From an optimization exercise on the open Yosys and OpenROAD flow, aimed at small area, a short achievable clock period and few clock cycles per item; shortcuts taken in it are not production practice. Only simulation tests tie the RTL to the original design; equivalence was not proved.

Design alu, start of the top module:
module alu (
    input  wire logic                            clock,
    input  wire logic                            arst_n,
    input  wire logic                            in_valid,
    output logic                                 in_ready,
    input  wire logic [3:0]                      op,
    input  wire alu_pkg::alu_word_t              operand_a,
    input  wire alu_pkg::alu_word_t              operand_b,
    input  wire logic [alu_pkg::shift_width-1:0] shift_amount,
    output logic                                 out_valid,
    input  wire logic                            out_ready,
    output alu_pkg::alu_word_t                   result,
    output logic                                 not_equal,
    output logic                                 less_than,
    output logic                                 overflow
);
    localparam int QD = 4;
    function automatic [4:0] msbpos(input [31:0] v);
        reg [15:0] n1; reg [15:0] p1;
        reg [7:0]  n2; reg [15:0] p2;
        reg [3:0]  n3; reg [11:0] p3;
        reg [1:0]  n4; reg [7:0]  p4;
        integer i;
        begin
            for (i = 0; i < 16; i = i + 1) begin
                n1[i] = v[2*i+1] | v[2*i];
                p1[i] = v[2*i+1];
            end
            for (i = 0; i < 8; i = i + 1) begin
                n2[i] = n1[2*i+1] | n1[2*i];
                p2[2*i +: 2] = n1[2*i+1] ? {1'b1, p1[2*i+1]} : {1'b0, p1[2*i]};
            end
            for (i = 0; i < 4; i = i + 1) begin
                n3[i] = n2[2*i+1] | n2[2*i];
                p3[3*i +: 3] = n2[2*i+1] ? {1'b1, p2[2*(2*i+1) +: 2]} : {1'b0, p2[2*(2*i) +: 2]};
            end
            for (i = 0; i < 2; i = i + 1) begin
                n4[i] = n3[2*i+1] | n3[2*i];
                p4[4*i +: 4] = n3[2*i+1] ? {1'b1, p3[3*(2*i+1) +: 3]} : {1'b0, p3[3*(2*i) +: 3]};
            end
            msbpos = n4[1] ? {1'b1, p4[7:4]} : {1'b0, p4[3:0]};
        end
    endfunction
    function automatic [4:0] onelen(input [31:0] x);
  ...
==> module multiplier, before the edit <==
module multiplier (
    input  wire logic        clock,
    input  wire logic        arst_n,
    input  wire logic        start,       
    input  wire logic [31:0] mag_a,
    input  wire logic [31:0] mag_b,
    input  wire logic [4:0]  len_a,       
    input  wire logic [4:0]  len_b,       
    input  wire logic        ext_a,       
    input  wire logic        ext_b,
    input  wire logic        sign,        
    input  wire logic        take,        
    output logic             busy,        
    output logic             ready,       
    output logic [31:0]      res,
    output logic             ovf
);
    typedef enum logic [1:0] {S_IDLE, S_STEP, S_DONE} st_e;
    st_e st;
    logic [31:0] mcand, mplier;
    logic [3:0]  cnt;
    logic [31:0] s_q, c_q;
    logic        sticky, neg;
    logic [7:0]  d;
    logic [31:0] x [10];
    logic [7:0]  hi [10];     
    logic        up_q;        
    assign d = mplier[31:24];
    assign x[0]  = {s_q[23:0], 8'b0};
    assign hi[0] = s_q[31:24];
    assign x[1]  = {c_q[23:0], 8'b0};
    assign hi[1] = c_q[31:24];
    for (genvar i = 0; i < 8; i++) begin : g_pp
        logic [39:0] pp;
        assign pp      = {8'b0, mcand & {32{d[i]}}} << i;
        assign x[2+i]  = pp[31:0];
        assign hi[2+i] = pp[39:32];
    end
    logic [31:0] a0, a1, a2, a3, a4, a5, b0, b1, b2, b3, c0, c1, e0, e1, f0, f1;
    logic [7:0]  drop;
    assign a0 = x[2] ^ x[3] ^ x[4];
    assign {drop[0], a1} = {((x[2] & x[3]) | (x[2] & x[4]) | (x[3] & x[4])), 1'b0};
    assign a2 = x[5] ^ x[6] ^ x[7];
    assign {drop[1], a3} = {((x[5] & x[6]) | (x[5] & x[7]) | (x[6] & x[7])), 1'b0};
    assign a4 = x[8] ^ x[9] ^ x[0];
    assign {drop[2], a5} = {((x[8] & x[9]) | (x[8] & x[0]) | (x[9] & x[0])), 1'b0};
    assign b0 = a0 ^ a1 ^ a2;
    assign {drop[3], b1} = {((a0 & a1) | (a0 & a2) | (a1 & a2)), 1'b0};
    assign b2 = a3 ^ a4 ^ a5;
    assign {drop[4], b3} = {((a3 & a4) | (a3 & a5) | (a4 & a5)), 1'b0};
    assign c0 = b0 ^ b1 ^ b2;
    assign {drop[5], c1} = {((b0 & b1) | (b0 & b2) | (b1 & b2)), 1'b0};
    assign e0 = c0 ^ c1 ^ b3;
    assign {drop[6], e1} = {((c0 & c1) | (c0 & b3) | (c1 & b3)), 1'b0};
    assign f0 = e0 ^ e1 ^ x[1];
    assign {drop[7], f1} = {((e0 & e1) | (e0 & x[1]) | (e1 & x[1])), 1'b0};
    logic up;
    always_comb begin
        up = |drop;
        for (int i = 0; i < 10; i++) up = up | (|hi[i]);
    end
    logic        swap, nz_a, nz_b;
    logic [4:0]  len_m;
    logic        ext_m;
    logic [5:0]  lm1;
    logic [2:0]  n;
    logic [31:0] mpl_sel;
    assign swap    = (len_a < len_b);
    assign nz_a    = (len_a != 5'd0) || ext_a;
    assign nz_b    = (len_b != 5'd0) || ext_b;
    assign len_m   = swap ? len_a : len_b;
    assign ext_m   = swap ? ext_a : ext_b;
    assign lm1     = {1'b0, len_m} + {5'd0, ext_m} - 6'd1;
    assign n       = {swap ? nz_a : nz_b, lm1[4:3]};
    assign mpl_sel = swap ? mag_a : mag_b;
    logic [33:0] xs, xc, hs, hc, t;
    assign xs = {2'b00, s_q} ^ {34{neg}};
    assign xc = {2'b00, c_q} ^ {34{neg}};
    assign hs = xs ^ xc ^ {32'd0, neg, 1'b0};
    assign hc = ((xs & xc) | ({32'd0, neg, 1'b0} & (xs ^ xc))) << 1;
    assign t  = hs + hc;
    assign busy  = (st != S_IDLE);
    assign ready = (st == S_DONE);
    assign res   = t[31:0];
    assign ovf   = sticky || up_q || (neg ? !(&t[33:31]) : (t[32] || t[31]));
    always_ff @(posedge clock or negedge arst_n) begin
        if (!arst_n) begin
            st <= S_IDLE;
        end else begin
            case (st)
                S_IDLE: if (start) st <= n[2] ? S_STEP : S_DONE;
                S_STEP: if (cnt[1:0] == 2'd0) st <= S_DONE;
                S_DONE: if (take) st <= S_IDLE;
                default: st <= S_IDLE;
            endcase
        end
    end
    always_ff @(posedge clock) begin
        case (st)
            S_IDLE: begin
                mcand  <= swap ? mag_b : mag_a;
                mplier <= mpl_sel << {~n[1:0], 3'b000};
                cnt    <= {2'b00, n[1:0]};
                neg    <= sign && nz_a && nz_b;
                s_q    <= '0;
                c_q    <= '0;
                sticky <= 1'b0;
                up_q   <= 1'b0;
            end
            S_STEP: begin
                mplier <= mplier << 8;
                cnt    <= cnt - 4'd1;
                s_q    <= f0[31:0];
                c_q    <= f1[31:0];
                up_q   <= up;
                sticky <= sticky | up_q;
            end
            default: begin
                mplier <= mplier << 8;
                cnt    <= cnt - 4'd1;
            end
        endcase
    end
endmodule
make LEC_CHECK=0 CAP_MARGIN=20 CORE_MARGIN=2 CORE_UTILIZATION=60 SETUP_SLACK_MARGIN=4.0 SLEW_MARGIN=20 finish   # period 8.0 ns
run.sh (not shown) runs the stock make flow with config.mk's settings and CLKGATE_MAP_FILE= SYNTH_SCRIPT=/design/flow/synth_recipe.tcl, a recipe that flattens the netlist after the stock synthesis.
Testbench counts at the start, summed over its fixed seeds: cycles 34,713, items 24,000.
Rerun with:
--- a/flow/design.v
+++ b/flow/design.v
@@ -122,10 +122,10 @@
     assign lm1     = {1'b0, len_m} + {5'd0, ext_m} - 6'd1;
     assign n       = {swap ? nz_a : nz_b, lm1[4:3]};
     assign mpl_sel = swap ? mag_a : mag_b;
     logic [33:0] xs, xc, hs, hc, t;
-    assign xs = {2'b00, s_q} ^ {34{neg}};
-    assign xc = {2'b00, c_q} ^ {34{neg}};
+    assign xs = {{2{neg}}, s_q};
+    assign xc = {{2{neg}}, c_q};
     assign hs = xs ^ xc ^ {32'd0, neg, 1'b0};
     assign hc = ((xs & xc) | ({32'd0, neg, 1'b0} & (xs ^ xc))) << 1;
     assign t  = hs + hc;
     assign busy  = (st != S_IDLE);
@@ -158,10 +158,10 @@
             end
             S_STEP: begin
                 mplier <= mplier << 8;
                 cnt    <= cnt - 4'd1;
-                s_q    <= f0[31:0];
-                c_q    <= f1[31:0];
+                s_q    <= f0[31:0] ^ {32{neg && (cnt[1:0] == 2'd0)}};
+                c_q    <= f1[31:0] ^ {32{neg && (cnt[1:0] == 2'd0)}};
                 up_q   <= up;
                 sticky <= sticky | up_q;
             end
             default: begin
Result:
- sequential cell count rises by 1
- clock skew falls by 0.018 ns
- wire length rises by a few percent
- final area rises by a few percent
- sequential share of layout area falls by 0.53 points
- register-to-register slack got worse by 0.14 ns
- area after synthesis falls slightly
- die area falls slightly
- worst setup slack got worse by 0.14 ns
- utilization rises by 2.4 points
- via count rises by a few percent
Testbench counts after the change, summed over its fixed seeds: cycles 34,713, items 24,000.

## afterwards: timing with drivers on the ports
The flow's constraints put no driver on any port. The routed layouts listed below were extracted and timed again, unchanged, in two steps. Step 1 assumes that a clkbuf_16 drives the clock port and a buf_2 every other input. Step 2 adds t to the input delays and takes it off the output delays; t is the mean of the earliest and latest rising clock arrival at the registers after step 1. Input paths then give back, and output paths get back, about the clock's delay inside the block. Three values: ideal, step 1, step 2; two values: the first two.
run | shift t [ns] | setup WS [ns] | worst hold slack (ns)
the first run | 0.696 | 3.907 / 3.907 / 3.588 | 0.382 / 0.382 / 0.382
the second run | 0.716 | 3.769 / 3.769 / 3.607 | 0.400 / 0.400 / 0.400
After both steps setup and hold are still met in every run listed. For the first run, which loses most, drivers alone change the setup slack by 0.000 ns; drivers and shift together by -0.319 ns.
